From an optimization exercise on the open Yosys and OpenROAD flow, aimed at small area; shortcuts taken in it are not production practice.
Only simulation tests tie the RTL to the original design; equivalence was not proved.
Power and IR drop assume default switching activity.

## job 101
Design eth_ipv4_tcp_header_parser, start of the top module:
module eth_ipv4_tcp_header_parser #(
    parameter int MAX_FRAME_BYTES = 65535
) (
    input  logic         i_clk,
    input  logic         i_rst_n,
    input  logic         s_axis_tvalid,
    output logic         s_axis_tready,
    input  logic [ethp_pkg::IN_TDATA_W-1:0]  s_axis_tdata,
    input  logic         s_axis_tlast,
    output logic         m_axis_tvalid,
    input  logic         m_axis_tready,
    output logic [ethp_pkg::OUT_TDATA_W-1:0] m_axis_tdata,
    output logic [1:0]   m_axis_tuser
);
For scale: about 1800 cells after synthesis, roughly 770 flip-flops, about 270 I/O pins, roughly 27000 sq um of cells after synthesis.
==> flow/config.mk <==
export PLATFORM = sky130hd
export DESIGN_NAME = eth_ipv4_tcp_header_parser
export DESIGN_NICKNAME = eth_ipv4_tcp_header_parser
export VERILOG_FILES = /design/flow/design.v
export SDC_FILE = /design/flow/constraint.sdc
export NUM_CORES = 4
export LEC_CHECK = 0
export CAP_MARGIN = 20
export CORE_MARGIN = 2
export CORE_UTILIZATION = 40
export CTS_BUF_LIST = sky130_fd_sc_hd__clkbuf_8
export CTS_CLUSTER_DIAMETER = 40
export CTS_CLUSTER_SIZE = 12
export SLEW_MARGIN = 20
==> flow/constraint.sdc <==
create_clock -name core_clock -period 5.5 [get_ports {i_clk}]
set_input_delay 1.1000 -clock core_clock [delete_from_list [all_inputs] [get_ports {i_clk}]]
set_output_delay 1.1000 -clock core_clock [all_outputs]
set_load 0.01 [all_outputs]
run.sh (not shown) runs the stock make flow with config.mk's settings and CLKGATE_MAP_FILE= SYNTH_SCRIPT=/design/flow/synth_recipe.tcl, a recipe that flattens the netlist after the stock synthesis.
diff inputs: job 101 => job 102
- CTS_CLUSTER_SIZE: 12 -> 25
- CTS_BUF_LIST: sky130_fd_sc_hd__clkbuf_8 -> sky130_fd_sc_hd__clkbuf_16
- CTS_CLUSTER_DIAMETER: 40 -> 60
==> run summary <==
- [compare] base=job 101 new=job 102: end-of-flow core utilization down 1.1 points, combinational share of power now sits higher, routed wire length moved down.
- Job 102 completed; timing, DRC and antenna clean
- Count of clock-buffer cells in the layout of job 102 falls short of that of job 101 by more than half.
- Diff job 101 -> job 102: number of nets in the layout decreased 54; vias per cell climbed 0.074; wire length of the first global-routing pass down 1.8%; part of the power in the clock network dropped 4.9 points; worst setup slack now sits lower.
Relative to job 102, the following input files were edited for job 103:
==> flow/flow/run.sh (new file) <==
#!/bin/bash
# The standard layout (standard.sh), with one change: the port buffers that placement
# puts on every input and output are buf_1 cells instead of the cell buffer_ports picks.
set -euo pipefail
cd "$(dirname "$0")/.."
export BUFFER_PORTS_ARGS="-buffer_cell sky130_fd_sc_hd__buf_1"
bash standard.sh > flow_standard.log 2>&1
==> flow/standard.sh (new file) <==
#!/bin/bash
# synth_recipe.tcl (not shown) runs the flow's synth.tcl, then flattens the netlist and writes it again
# the make line also repeats each setting of config.mk as NAME=value (left out here)
make -C /OpenROAD-flow-scripts/flow DESIGN_CONFIG=/design/flow/config.mk WORK_HOME=/design/flow/orfs CLKGATE_MAP_FILE= SYNTH_SCRIPT=/design/flow/synth_recipe.tcl "${@:-finish}"
removed: flow/run.sh
## What came out
Looking at the reports, job 103 completed the entire flow and the layout it produced met the timing, DRC and antenna checks.
Diff job 102 -> job 103 | count of non-CTS buffers in the layout | decrease of 2.4%
The final period utilization in job 103 sits 3.0 points above the value recorded for job 102.
Looking at job 102 and job 103, the via count normalized by instance count is a wash.
The end of the critical path comes out r_plnb[14] in one run and r_plna[12] in the other, namely in job 102 and job 103 respectively.
Modified inputs, job 104 compared to job 103
diff --git a/flow/flow/run.sh b/flow/flow/run.sh
--- a/flow/flow/run.sh
+++ b/flow/flow/run.sh
@@ -3 +3,2 @@
-# puts on every input and output are buf_1 cells instead of the cell buffer_ports picks.
+# puts on every input and output are buf_1 cells instead of the cell buffer_ports picks, and
+# clock tree synthesis adds no dummy loads to its leaf nets.
@@ -6,0 +8 @@
+export CTS_ARGS="-sink_clustering_enable -repair_clock_nets -dont_use_dummy_load -sink_clustering_size 25 -sink_clustering_max_diameter 60 -buf_list sky130_fd_sc_hd__clkbuf_16"
==> run summary <==
Job 104: done, clean on timing, DRC and antenna. Job 104 -> job 103: CTS buffer count flat. Job 104 vs job 103: design area down. Reported for job 104 and job 103, number of synthesized flops with an enable pin turned out identical to the last digit. The final reports for job 104 and job 103 show worst path required time lower in the former. Diff job 104 and job 103: combinational cell fraction of total power lower in job 103. Job 104 vs. job 103: final period demand of the worst path went up by 0.029 ns.
Edits applied to the flow inputs when going from job 104 to job 105:
- changing CTS_CLUSTER_DIAMETER from 60 to 80
- changing CTS_CLUSTER_SIZE from 25 to 35
==> flow/run.sh (new file) <==
#!/bin/bash
# synth_recipe.tcl (not shown) runs the flow's synth.tcl, then flattens the netlist and writes it again
# the make line also repeats each setting of config.mk as NAME=value (left out here)
make -C /OpenROAD-flow-scripts/flow DESIGN_CONFIG=/design/flow/config.mk WORK_HOME=/design/flow/orfs CLKGATE_MAP_FILE= SYNTH_SCRIPT=/design/flow/synth_recipe.tcl finish
removed: flow/flow/run.sh
removed: flow/standard.sh
Results
The multi-input combinational area share of job 105 falls short of that of job 104 by 0.81 points.
[job 105 vs job 104] placed wire-length estimate after detailed placement: higher in job 105
What job 104 reported for design area has to be multiplied by 1.05 to get the figure for job 105.
Synthesis-to-finish area growth (lower): job 104
Compared with job 104, in job 105 clock latency on the worst-skew pair now smaller, clock-buffer cell count fell by about 24%, final routed wire length divided by cell count level, first-pass GRT wire length went up.
On share of power burned in combinational logic: job 105 sits above job 104.


## job 1608
eth_ipv4_tcp_header_parser, a different RTL version from the one above (not shown whole).
Size in the first run: about 1800 cells after synthesis, about 270 I/O pins, roughly 27000 µm² of cells after synthesis.
==> flow/config.mk <==
export PLATFORM = sky130hd
export DESIGN_NAME = eth_ipv4_tcp_header_parser
export DESIGN_NICKNAME = eth_ipv4_tcp_header_parser
export VERILOG_FILES = /design/flow/design.v
export SDC_FILE = /design/flow/constraint.sdc
export NUM_CORES = 4
export LEC_CHECK = 0
export CAP_MARGIN = 20
export CORE_MARGIN = 2
export CORE_UTILIZATION = 80
export SLEW_MARGIN = 20
==> flow/constraint.sdc <==
create_clock -name core_clock -period 5.5 [get_ports {i_clk}]
set_input_delay 1.1000 -clock core_clock [delete_from_list [all_inputs] [get_ports {i_clk}]]
set_output_delay 1.1000 -clock core_clock [all_outputs]
set_load 0.01 [all_outputs]
standard.sh (not shown) runs the stock make flow with config.mk's settings and CLKGATE_MAP_FILE= SYNTH_SCRIPT=/design/flow/synth_recipe.tcl, a recipe that flattens the netlist after the stock synthesis.
==> flow/flow/run.sh <==
#!/bin/bash
# The standard layout (standard.sh), with one change: the port buffers that placement
# puts on every input and output are buf_1 cells instead of the cell buffer_ports picks, and
# clock tree synthesis adds no dummy loads to its leaf nets.
set -euo pipefail
cd "$(dirname "$0")/.."
export BUFFER_PORTS_ARGS="-buffer_cell sky130_fd_sc_hd__buf_1"
export CTS_ARGS="-sink_clustering_enable -repair_clock_nets -dont_use_dummy_load -sink_clustering_size 25 -sink_clustering_max_diameter 60 -buf_list sky130_fd_sc_hd__clkbuf_16"
bash standard.sh > flow_standard.log 2>&1
### job 1608 -> job 1631
- swapping 80 for 65 in CORE_UTILIZATION
-- flow/flow/run.sh --
<<< job 1608, line 8
export CTS_ARGS="-sink_clustering_enable -repair_clock_nets -dont_use_dummy_load -sink_clustering_size 25 -sink_clustering_max_diameter 60 -buf_list sky130_fd_sc_hd__clkbuf_16"
>>> job 1631, line 8
export CTS_ARGS="-sink_clustering_enable -repair_clock_nets -dont_use_dummy_load -sink_clustering_size 35 -sink_clustering_max_diameter 60 -buf_list sky130_fd_sc_hd__clkbuf_16"
--- outcome ---
Relative to job 1608, the switching power of job 1631 is lower by 1.9%. Measured against each other, job 1631 and job 1608 differ in via count, the higher figure coming from job 1608. [compare] base=job 1608 new=job 1631: die area grew by 23%; routed metal-1 wire length grew by about 11%. Taking job 1631 over job 1608, the wire length reported by the detailed router ratio works out to 0.941. Job 1631 | stages: all done | timing, DRC, antenna: all pass. The final layout from job 1608, which completed every stage, passed the timing, DRC and antenna checks at the end of the flow. Diff job 1631..job 1608 | number of buffers added to fix hold violations after cts | unchanged. [compare] base=job 1608 new=job 1631: design area rose by 0.52%, worst hold slack after final layout fell 0.028 ns, power attributed to combinational cells did not really move. Relative to job 1608, area overhead of the layout relative to synthesis has increased by 0.56 points in job 1631. On clock distribution area overhead in the final layout: between job 1631 and job 1608, it ends up lower for job 1608.
The inputs of job 4071 differ from those of job 1631 as listed below.
-- flow/flow/run.sh --
<<< job 1631, line 8
export CTS_ARGS="-sink_clustering_enable -repair_clock_nets -dont_use_dummy_load -sink_clustering_size 35 -sink_clustering_max_diameter 60 -buf_list sky130_fd_sc_hd__clkbuf_16"
>>> job 4071, line 8
export CTS_ARGS="-sink_clustering_enable -repair_clock_nets -dont_use_dummy_load -sink_clustering_size 25 -sink_clustering_max_diameter 60 -buf_list sky130_fd_sc_hd__clkbuf_16"
Notes after the runs:
- Looking at job 4071 and job 1631, the via total after detailed routing is a wash.
- Job 4071 against job 1631: final cell count flat; cell area has remained practically unchanged; hold path depth held; share of total power in the clock network rose by 0.6 points.
- Re setup slack: job 1631 was lower than job 4071.
- Looking at job 4071 and job 1631, the critical path required time is a wash.
- Every stage of the flow completed for job 4071, and the final layout passed the timing, DRC and antenna checks.
- The clock network contribution to total cell area of job 4071 is higher than that of job 1631.
- Diff job 1631..job 4071 | mean post-synth cell area | unchanged
- Any difference in wire length between job 1631 and job 4071 is small enough to ignore.

port drivers added, routing unchanged:
In the flow no input, the clock included, has a driving cell. The finished layouts below were timed again as built, in two steps.
Step 1, drivers: a clkbuf_16 drives i_clk and a buf_2 each remaining input, both assumed.
Step 2, shift: input delay + t, output delay - t, t = (earliest + latest rising clock arrival at the registers) / 2. This alone moves slack from input paths to output paths.
a / b / c = ideal ports / drivers / drivers and shift; a / b = the first two.
run | t (ns) | setup WS [ns] | hold slack, ns
job 101 | 0.742 | 1.763 / 1.763 / 1.441 | 0.442 / 0.442 / 0.442
job 102 | 0.659 | 1.736 / 1.736 / 1.453 | 0.447 / 0.447 / 0.447
job 103 | 0.670 | 1.568 / 1.568 / 1.568 | 0.437 / 0.437 / 0.437
job 104 | 0.645 | 1.539 / 1.539 / 1.539 | 0.390 / 0.390 / 0.390
job 105 | 0.642 | 1.740 / 1.740 / 1.480 | 0.451 / 0.451 / 0.451
job 1608 | 0.581 | 1.287 / 1.287 / 1.287 | 0.424 / 0.424 / 0.424
job 1631 | 0.613 | 1.343 / 1.343 / 1.343 | 0.396 / 0.396 / 0.396
job 4071 | 0.619 | 1.395 / 1.395 / 1.395 | 0.417 / 0.417 / 0.417
After both steps setup and hold are still met in every run listed. For job 101, which loses most, drivers alone change the setup slack by 0.000 ns; drivers and shift together by -0.322 ns.
